This design comes from an exercise in tuning for small area, a short achievable clock period and few clock cycles on the open sky130 flow, not from production work.
In this exercise RTL edits were held to simulation tests only and were not proved equivalent to the original.
Power figures rest on the tool's default switching activity, not on a simulated workload.

== job 9899 ==
Design positional_sequential_list, start of the top module:
module positional_sequential_list (
  input  logic        clk_i,
  input  logic        rst_ni,
  input  logic        req_valid_i,
  output logic        req_ready_o,
  input  logic [1:0]  req_kind_i,
  input  logic [6:0]  req_position_i,
  input  logic [31:0] req_key_i,
  input  logic [63:0] req_payload_i,
  output logic        rsp_valid_o,
  input  logic        rsp_ready_i,
  output logic [1:0]  rsp_status_o,
  output logic [6:0]  rsp_found_position_o,
  output logic [31:0] rsp_record_key_o,
  output logic [63:0] rsp_record_payload_o,
  output logic [6:0]  rsp_count_o
);
Size in the first run: roughly 27000 cells after synthesis, roughly 7300 flip-flops, roughly 220 I/O pins.
==> flow/config.mk <==
export PLATFORM = sky130hd
export DESIGN_NAME = positional_sequential_list
export DESIGN_NICKNAME = positional_sequential_list
export VERILOG_FILES = /design/flow/design.v
export SDC_FILE = /design/flow/constraint.sdc
export NUM_CORES = 8
export LEC_CHECK = 0
export CAP_MARGIN = 20
export CORE_MARGIN = 2
export CORE_UTILIZATION = 55
export CTS_CLUSTER_DIAMETER = 100
export CTS_CLUSTER_SIZE = 20
export SLEW_MARGIN = 20
export SYNTH_HIERARCHICAL = 1
export SYNTH_MEMORY_MAX_BITS = 8192
==> flow/constraint.sdc <==
create_clock -name core_clock -period 10.0 [get_ports {clk_i}]
set_input_delay 2.0000 -clock core_clock [delete_from_list [all_inputs] [get_ports {clk_i}]]
set_output_delay 2.0000 -clock core_clock [all_outputs]
set_load 0.01 [all_outputs]
standard.sh (not shown) runs the stock make flow with config.mk's settings and CLKGATE_MAP_FILE= SYNTH_SCRIPT=/design/flow/synth_recipe.tcl, a recipe that flattens the netlist after the stock synthesis.
==> flow/flow/run.sh <==
#!/bin/bash
# Layout flow: the standard flow (standard.sh, which runs ORFS) unchanged, except
#  - before global placement (after the pins are placed) the register driving each
#    output port is put next to that port's pin and held there for global placement
#    only (place_outregs.tcl, unfix.tcl); everything else is placed by ORFS as usual.
# Each ORFS step writes its full log under orfs/logs/; make's own output goes to
# make_finish.log in this folder.
set -euo pipefail
here=$(pwd)
bash standard.sh SETUP_SLACK_MARGIN=6.2 \
  PRE_GLOBAL_PLACE_TCL="$here/flow/place_outregs.tcl" \
  POST_GLOBAL_PLACE_TCL="$here/flow/unfix.tcl" \
  finish > make_finish.log 2>&1
Other scripts of this flow, unchanged in this note and not shown: flow/flow/place_outregs.tcl, flow/flow/unfix.tcl
Testbench counts of job 9899, summed over its fixed seeds: cycles 12,032.
Setup changes, job 9899 to job 1272
# job 9899
export LEC_CHECK = 0
export CAP_MARGIN = 20
export CORE_MARGIN = 2
export CORE_UTILIZATION = 55
export CTS_CLUSTER_DIAMETER = 100
export CTS_CLUSTER_SIZE = 20
export SLEW_MARGIN = 20
export SYNTH_HIERARCHICAL = 1
export SYNTH_MEMORY_MAX_BITS = 8192
create_clock -name core_clock -period 10.0 [get_ports {clk_i}]
# job 1272
export LEC_CHECK = 0
export CAP_MARGIN = 20
export CORE_MARGIN = 2
export CORE_UTILIZATION = 60
export CTS_CLUSTER_DIAMETER = 100
export CTS_CLUSTER_SIZE = 20
export SLEW_MARGIN = 20
export SYNTH_HIERARCHICAL = 1
export SYNTH_MEMORY_MAX_BITS = 8192
create_clock -name core_clock -period 10.0 [get_ports {clk_i}]
diff --git a/flow/flow/run.sh b/flow/flow/run.sh
--- a/flow/flow/run.sh
+++ b/flow/flow/run.sh
@@ -10 +10 @@
-bash standard.sh SETUP_SLACK_MARGIN=6.2 \
+bash standard.sh SETUP_SLACK_MARGIN=6.5 \
Findings:
Post-DP HPWL ended up 1.5% lower on job 1272 than on job 9899. Compared with job 9899, in job 1272 total clock buffers created by CTS dropped about 0.5%; area growth from synthesis to layout climbed 0.17 points. Total wirelength of the detailed-routed design: job 1272 vs job 9899 down 11 mm. Both conditions hold for job 1272: the flow ran to the end and the final layout passed the timing, design-rule and antenna checks. Job 9899 vs job 1272, source of the critical timing path: g_h[1].u.g_q[1].u.g_s[2].u.sel2_q vs o_pay_q[63]. Going from job 9899 to job 1272, final area ~0 delta, combinational share of power +0.6 points, final period demand of the worst path -180 ps.
Modified inputs, job 4413 compared to job 1272
# job 1272
export LEC_CHECK = 0
export CAP_MARGIN = 20
export CORE_MARGIN = 2
export CORE_UTILIZATION = 60
export CTS_CLUSTER_DIAMETER = 100
export CTS_CLUSTER_SIZE = 20
export SLEW_MARGIN = 20
export SYNTH_HIERARCHICAL = 1
export SYNTH_MEMORY_MAX_BITS = 8192
create_clock -name core_clock -period 10.0 [get_ports {clk_i}]
# job 4413
export LEC_CHECK = 0
export CAP_MARGIN = 10
export CORE_MARGIN = 2
export CORE_UTILIZATION = 55
export CTS_CLUSTER_DIAMETER = 100
export CTS_CLUSTER_SIZE = 20
export SLEW_MARGIN = 10
export SYNTH_HIERARCHICAL = 1
export SYNTH_MEMORY_MAX_BITS = 8192
create_clock -name core_clock -period 10.0 [get_ports {clk_i}]
## What came out
Job 1272 → job 4413: worst slack on hold paths fell by 3.4 ps; global routing usage on met3 saw a decrease; part of the cycle the worst path needs lower; total of endpoints with negative setup slack in the final report level; sequential share of layout area fell 0.30 points.
Diff job 4413 and job 1272: vertical die dimension lower in job 1272
Max design area across job 4413 and job 1272: job 4413
Synthesized area: job 4413 vs job 1272 identical
Compared with job 1272, job 4413 is hungrier on power.
The inputs of job 1158 differ from those of job 4413 as listed below.
# job 4413
export LEC_CHECK = 0
export CAP_MARGIN = 10
export CORE_MARGIN = 2
export CORE_UTILIZATION = 55
export CTS_CLUSTER_DIAMETER = 100
export CTS_CLUSTER_SIZE = 20
export SLEW_MARGIN = 10
export SYNTH_HIERARCHICAL = 1
export SYNTH_MEMORY_MAX_BITS = 8192
create_clock -name core_clock -period 10.0 [get_ports {clk_i}]
# job 1158
export LEC_CHECK = 0
export CAP_MARGIN = 20
export CORE_MARGIN = 2
export CORE_UTILIZATION = 55
export CTS_CLUSTER_DIAMETER = 100
export CTS_CLUSTER_SIZE = 20
export SLEW_MARGIN = 20
export SYNTH_HIERARCHICAL = 1
export SYNTH_MEMORY_MAX_BITS = 8192
create_clock -name core_clock -period 10.0 [get_ports {clk_i}]
Job 1158 -> job 4413: total power consumption of the routed design flat
On share of the clock period used by the worst path, job 4413 and job 1158 are basically level.
The number of global-route vias before repair was comparable across job 4413 and job 1158.
Comparing job 4413 and job 1158, the higher hold slack is on job 4413.
Routing usage on met2 is higher on job 4413
Changes observed in job 1158 relative to job 4413: maximum vdd ir drop fell about 9%; cell count about even; switching power share of the total about even; slew at the pin with the worst max-slew slack fell 59 ps.
Worst path setup slack after routing: job 1158 > job 4413
[job 1158 vs job 4413] met3 layer wire length in the routed design: lower in job 1158

## separate check: timing with driven ports
No port has a modelled driver above. Below, the same layouts with a new extraction and two added sets of constraints.
Step 1 sets driving cells, clkbuf_16 on the clock port and buf_2 on the other inputs (assumed; they add their load-dependent delay and slew).
Step 2 times the ports against the registers' clock, not the clock port: input delays grow and output delays shrink by t, the midpoint of the rising clock arrivals with the driver on.
Three values: ideal ports, drivers, drivers and shift; two values: the first two.
run | shift t [ns] | slack for setup (ns) | clock arrival spread, ns | worst register clock-pin slew, ns | cell pins on the clock port's net
job 9899 | 1.191 | 5.954 / 5.954 / 5.048 | 0.100 / 0.101 | 0.10 / 0.10 | 1
job 1272 | 1.220 | 6.134 / 5.977 / 5.281 | 0.075 / 0.075 | 0.10 / 0.10 | 1
job 4413 | 1.198 | 6.209 / 6.059 / 5.304 | 0.108 / 0.108 | 0.10 / 0.10 | 1
job 1158 | 1.216 | 6.217 / 6.063 / 5.304 | 0.081 / 0.081 | 0.10 / 0.10 | 1
After both steps setup and hold are still met in every run listed. The setup slack of job 1158, which loses most, moves by -0.154 ns with the drivers and by -0.913 ns with both steps.
